This design comes from an exercise in tuning for small area on the open sky130 flow, not from production work.
Function was checked by simulation only, so behaviour that the tests miss may differ from the original.
Power and IR drop assume default switching activity.

File: flow/config.mk
export PLATFORM = sky130hd
export DESIGN_NAME = rf_top
export DESIGN_NICKNAME = rf_top
export VERILOG_FILES = /design/flow/design.v
export SDC_FILE = /design/flow/constraint.sdc
export NUM_CORES = 4
export LEC_CHECK = 0
export CAP_MARGIN = 20
export CORE_MARGIN = 2
export CORE_UTILIZATION = 40
export SLEW_MARGIN = 20
File: flow/constraint.sdc
create_clock -name core_clock -period 5.5 [get_ports {s_clk_i}]
set_input_delay 1.1000 -clock core_clock [delete_from_list [all_inputs] [get_ports {s_clk_i}]]
set_output_delay 1.1000 -clock core_clock [all_outputs]
set_load 0.01 [all_outputs]
File: flow/design.v
package rf_pkg;
   localparam int RF_WORD_W = 32;                  
   localparam int RF_ADD_W  = 5;                   
   localparam int RF_BIT_W  = 5;                   
   localparam int RF_CNT_W  = 16;                  
   localparam int RF_REGS   = 32;                  
   typedef logic [RF_WORD_W-1:0] rf_word;
   typedef logic [RF_ADD_W-1:0]  rf_add;
   typedef logic [RF_BIT_W-1:0]  rf_bit;
   typedef logic [RF_CNT_W-1:0]  rf_cnt;
   localparam rf_add RF_ZERO = rf_add'(0);         
endpackage
module see_insert
#(
   parameter bit CNT_EN = 1'b1                     
) (
   input  logic   s_clk_i,                         
   input  logic   arst_n_i,                        
   input  logic   inj_i,                           
   input  rf_pkg::rf_add  inj_add_i,                       
   input  rf_pkg::rf_bit  inj_bit_i,                       
   output logic [rf_pkg::RF_REGS-1:0][rf_pkg::RF_WORD_W-1:0] upset_mask_o,    
   output rf_pkg::rf_cnt  upset_cnt_o                      
);
   logic   inj_hit;                                
   rf_pkg::rf_word flip_bit;                               
   assign inj_hit  = inj_i && (inj_add_i != rf_pkg::RF_ZERO);
   assign flip_bit = rf_pkg::rf_word'(1) << inj_bit_i;     
   assign upset_mask_o[0] = '0;                    
   for (genvar i = 1; i < rf_pkg::RF_REGS; i++) begin : g_mask
      assign upset_mask_o[i] =
         (inj_hit && (inj_add_i == rf_pkg::rf_add'(i))) ? flip_bit : '0;    
   end
   if (CNT_EN) begin : g_cnt
      rf_pkg::rf_cnt cnt_q;                                
      always_ff @(posedge s_clk_i or negedge arst_n_i) begin
         if (!arst_n_i) begin
            cnt_q <= '0;
         end else if (inj_hit) begin
            cnt_q <= cnt_q + rf_pkg::rf_cnt'(1);           
         end
      end
      assign upset_cnt_o = cnt_q;
   end else begin : g_no_cnt
      assign upset_cnt_o = '0;                     
   end
endmodule
module register_file
(
   input  logic   s_clk_i,                         
   input  logic   arst_n_i,                        
   input  logic   wb_we_i,                         
   input  rf_pkg::rf_add  wb_add_i,                        
   input  rf_pkg::rf_word wb_val_i,                        
   input  logic [rf_pkg::RF_REGS-1:0][rf_pkg::RF_WORD_W-1:0] upset_mask_i,    
   input  rf_pkg::rf_add  p1_add_i,                        
   output rf_pkg::rf_word p1_val_o,                        
   input  rf_pkg::rf_add  p2_add_i,                        
   output rf_pkg::rf_word p2_val_o                         
);
   logic [rf_pkg::RF_REGS-1:1][rf_pkg::RF_WORD_W-1:0] regs_q;      
   logic [rf_pkg::RF_REGS-1:0][rf_pkg::RF_WORD_W-1:0] rd_view;     
   always_ff @(posedge s_clk_i or negedge arst_n_i) begin
      if (!arst_n_i) begin
         for (int i = 1; i < rf_pkg::RF_REGS; i++) begin
            regs_q[i] <= '0;                       
         end
      end else begin
         for (int i = 1; i < rf_pkg::RF_REGS; i++) begin
            if (wb_we_i && (wb_add_i == rf_pkg::rf_add'(i))) begin
               regs_q[i] <= wb_val_i ^ upset_mask_i[i];    
            end else begin
               regs_q[i] <= regs_q[i] ^ upset_mask_i[i];   
            end
         end
      end
   end
   assign rd_view[0] = '0;                         
   for (genvar i = 1; i < rf_pkg::RF_REGS; i++) begin : g_view
      assign rd_view[i] = regs_q[i];
   end
   assign p1_val_o = rd_view[p1_add_i];
   assign p2_val_o = rd_view[p2_add_i];
endmodule
module rf_top
#(
   parameter bit CNT_EN = 1'b1                     
) (
   input  logic   s_clk_i,                         
   input  logic   arst_n_i,                        
   input  logic   wb_we_i,                         
   input  rf_pkg::rf_add  wb_add_i,                        
   input  rf_pkg::rf_word wb_val_i,                        
   input  rf_pkg::rf_add  p1_add_i,                        
   output rf_pkg::rf_word p1_val_o,                        
   input  rf_pkg::rf_add  p2_add_i,                        
   output rf_pkg::rf_word p2_val_o,                        
   input  logic   inj_i,                           
   input  rf_pkg::rf_add  inj_add_i,                       
   input  rf_pkg::rf_bit  inj_bit_i,                       
   output rf_pkg::rf_cnt  upset_cnt_o                      
);
   logic [rf_pkg::RF_REGS-1:0][rf_pkg::RF_WORD_W-1:0] upset_mask;  
   see_insert #(
      .CNT_EN       (CNT_EN)
   ) see_i (
      .s_clk_i      (s_clk_i),
      .arst_n_i     (arst_n_i),
      .inj_i        (inj_i),
      .inj_add_i    (inj_add_i),
      .inj_bit_i    (inj_bit_i),
      .upset_mask_o (upset_mask),
      .upset_cnt_o  (upset_cnt_o)
   );
   register_file rf_i (
      .s_clk_i      (s_clk_i),
      .arst_n_i     (arst_n_i),
      .wb_we_i      (wb_we_i),
      .wb_add_i     (wb_add_i),
      .wb_val_i     (wb_val_i),
      .upset_mask_i (upset_mask),
      .p1_add_i     (p1_add_i),
      .p1_val_o     (p1_val_o),
      .p2_add_i     (p2_add_i),
      .p2_val_o     (p2_val_o)
   );
endmodule
File: flow/run.sh
#!/bin/bash
# synth_recipe.tcl (not shown) runs the flow's synth.tcl, then flattens the netlist and writes it again
# the make line also repeats each setting of config.mk as NAME=value (left out here)
make -C /OpenROAD-flow-scripts/flow DESIGN_CONFIG=/design/flow/config.mk WORK_HOME=/design/flow/orfs CLKGATE_MAP_FILE= SYNTH_SCRIPT=/design/flow/synth_recipe.tcl finish
==> key figures <==
Pwr
  – Sw frac: 30.92%
  – Int Pwr: 17330 uW
  – Reg power frac: about 40%
  – Comb power frac: approximately 26%
  – Pwr Total: 25090 uW
  – Pwr/cell area: 334.1 nW/um^2
  – Leakage power: 0.03039 uW
  – Clk network pwr share: around a third
  – Psw: 7756 uW
  – Peak supply drop: 0.0002574 V

Placed design
  – Port-buffer cells: 140
  – Placed cell count: 7975
  – DP Wirelength: 158500 um
  – Final RePlAce weighted congestion: 0.9307

Logic synthesis
  – Top FF cell, synth: dfrtp_1
  – Mean post-synth cell area: about 11 um^2
  – Cell Area, Synth: 66550 um^2
  – Synth unique cells: 45
  – Syn Nets: 6030
  – Async SR Flop Fraction: 100.0%
  – Post-synth EDFFs: 0
  – Synth Instances: 5968
  – Yosys Warn Count: 2
  – Register area share after synthesis: between 30% and 40%
  – #FFs+latches synth: a little over 1000

Clocking
  – Post-CTS Setup Inserts: 0
  – Post-CTS Hold Buffers: 0
  – Post_cts resized: 0
  – Clk buf depth: 3
  – Clk slew on worst S/H paths: approximately 0.060 ns
  – Latest clock arrival within the worst-skew pair: just under 0.8 ns
  – CTS tree: yes
  – CTS Root Buffer Type: clkbuf_16
  – CTS Buf Count: roughly 110
  – H-tree Lvls: 3
  – # clock sinks: 1008

Critical path
  – Reg2Reg Setup Slack: 3.90 ns
  – Delay of the slowest critical-path stage: ~0.73 ns
  – WP buf/inv: 3
  – Critical path's slowest cell: o31ai_1
  – CP Capture Type: primary output
  – R2r worst-path depth: 5
  – Max FO, Critical Path: 31
  – CP Data Arrival Time: 3.98 ns
  – R2r startpoint: see_i.g_cnt.cnt_q[0]
  – Cell family with most CP delay: buffers and inverters
  – Startpoint types: input pin
  – Required @ worst endpoint: 4.40 ns
  – Cell Chain, Critical Path: buf_8 -> nor2b_4 -> buf_4 -> a22o_1 -> a211oi_1 -> o31ai_1 -> clkdlybuf4s50_1
  – WS Path Type: input pin to primary output
  – Crit path from: p2_add_i[0]
  – Critical R2R Capture: see_i.g_cnt.cnt_q[14]

Cells and area
  – Commonest non-fill, non-tap cells in the layout: 1184 x mux2i_1, 1008 x dfrtp_1, 908 x nor2_1, 869 x xnor2_1, 384 x mux4_2
  – Most common cell after layout, fill and taps aside: mux2i_1
  – Share of layout cells above drive strength 1: 17.09%
  – Final Net Count: 5964
  – Final Non-Filler Cells: approximately 8000
  – Util after Layout: between 40% and 50%
  – Area delta synth->final: 12.83%

Floorplanning
  – Cell Rows: 149
  – Initial Utilization: around two fifths
  – Top Ports: between 100 and 150
  – Die Wd: 411.9 um
  – Die area: 169600 um^2
  – Core ar.: 165200 um^2
  – Die Y: 411.9 um

Timing
  – Slew Limit Fails: 0
  – Period utilization: about 92%
  – RSZ-0062 raised after global routing: false
  – Fmax: 196.7 MHz
  – Clock skew: 0.01181 ns
  – Hold WS: 0.3226 ns
  – Final Hold Vio Count: 0
  – Min Clock Period, post-route: ~5.1 ns
  – Worst Max-Slew Pin Slew: around 1.2 ns
  – Setup TNS: 0 ns
  – Setup Viol. Count Final: 0
  – Slew HR: slightly above 20%

Run status
  – Status: finished clean

Job
  – Reported max-cap violation count: 0

Routing
  – Remaining DRCs: 0
  – WL final: 262900 um
  – Drt first pass iters: 5
  – DRT iter0 DRCs: 5926
  – Vias: 50280
  – DRT antenna net count: 0
  – Number of vias per cell: 6.142
  – Wire length per cell: around 32 um

Global route
  – Total GRT Usage: 30.73%
  – Grt ovf: 0
  – First-pass GRT wire length: around 380000 um
  – Largest net degree at the start of global routing: 132
  – Initial antenna violation count: 21
  – Vias in the first global route: 50140

Hold path
  – Hold Path Class: input pin to asynchronous set/reset pin
cells in the mapped netlist, types with 5 or more instances:
master,instances,area (um^2)
a211oi_1,64,480.5
a22o_1,192,1682
and2_1,69,431.7
and3_1,5,31.28
and4bb_2,6,75.07
buf_1,27,101.4
buf_2,140,700.7
buf_4,50,375.4
clkbuf_1,369,1385
dfrtp_1,1008,25220
mux2_2,65,732.0
mux2i_1,1184,11850
mux4_2,384,8648
nand2_1,200,750.7
nand2b_1,6,37.54
nand3_1,12,60.06
nor2_1,922,3461
nor2b_1,18,112.6
o21ai_0,12,60.06
o21ai_1,52,260.3
o22ai_1,64,400.4
o31ai_1,64,480.5
xnor2_1,869,7611
xor2_1,138,1209
metal layers:
| metal | up-vias | GRT usage, % | routed length, um |
|---|---|---|---|
| li1 | 20820 | - | - |
| met1 | 25960 | 40.58 | 105200 |
| met2 | 2768 | 46.31 | 115800 |
| met3 | 703 | 8.516 | 27080 |
| met4 | 28 | 15.30 | 14650 |
| met5 | - | 0 | 183 |
registers in the layout (all words and copies together), names as in the netlist:
| name | flops |
|---|---|
| rf_i.regs_q | 992 |
| see_i.g_cnt.cnt_q | 16 |
power groups by stage:
stage / Combinational (uW) / Sequential [uW] / Clock [uW]
after floorplan: 4780 / 9940 / 0
after global placement: 6270 / 10300 / 0
after detailed placement: 6420 / 10400 / 0
after CTS: 6430 / 10300 / 8360
after global routing: 6930 / 10500 / 8630
final: 6460 / 10300 / 8290
cell type report:
class / instances / area (um^2)
diodes: 4 / 10.01
multi-input cells: 4367 / 39120
inverters: 4 / 15.01
flip-flops and latches: 1008 / 25220
well taps: 2189 / 2739
clock inverters: 47 / 683.2
fillers: 15110 / 90090
clock buffers: 160 / 3287
repair buffers: 407 / 4009
kinds of logic after synthesis:
kind of cell / after synthesis / share of synthesized area, %
compound gates: 451 / 5.091
xor+xnor: 1007 / 13.25
fa+ha+maj: 1 / 0.01880
buf+inv: 593 / 3.924
flops: 1008 / 37.90
mux: 1633 / 31.90
simple gates: 1275 / 7.904
metrics by stage:
step,worst slack (ns),instance area [um^2]
6_report,0.4168,75090
5_1_grt,0.4123,75080
4_1_cts,0.4975,75100
3_5_place_dp,0.5081,71130
3_3_place_gp,0.5074,71160
2_1_floorplan,1.727,66550
how the worst max path moves through the flow:
stage                     slack (ns)  depth (start not counted)            to
after global placement          0.51                          9  p1_val_o[27]
after CTS                       0.50                          9  p1_val_o[27]
final                           0.42                          7  p2_val_o[18]
after global routing            0.41                          9  p1_val_o[27]
after floorplan                 1.73                          7  p1_val_o[10]
after detailed placement        0.51                          9  p1_val_o[27]

## separate check: timing with driven ports
Ports are ideal in the flow. The routed layout listed here was re-timed in OpenROAD. Step 1, drivers: a clkbuf_16 drives s_clk_i and a buf_2 each remaining input, both assumed. Step 2 moves the port delays by t, midway between the first and last clock arrival at a register: inputs arrive t later, outputs are due t later. That takes back most of the time a late clock gives input paths. Three values: ideal ports, drivers, drivers and shift; two values: the first two.
shift t [ns]: 0.863
setup slack, ns: 0.417 / 0.343 / 0.343
hold WS [ns]: 0.323 / 0.304 / 0.466
worst register clock-pin slew, ns: 0.07 / 0.07
worst data-port slew with drivers (ns): 0.34
After both steps this run still meets setup and hold. For this run, drivers alone change the setup slack by -0.074 ns; drivers and shift together by -0.074 ns.
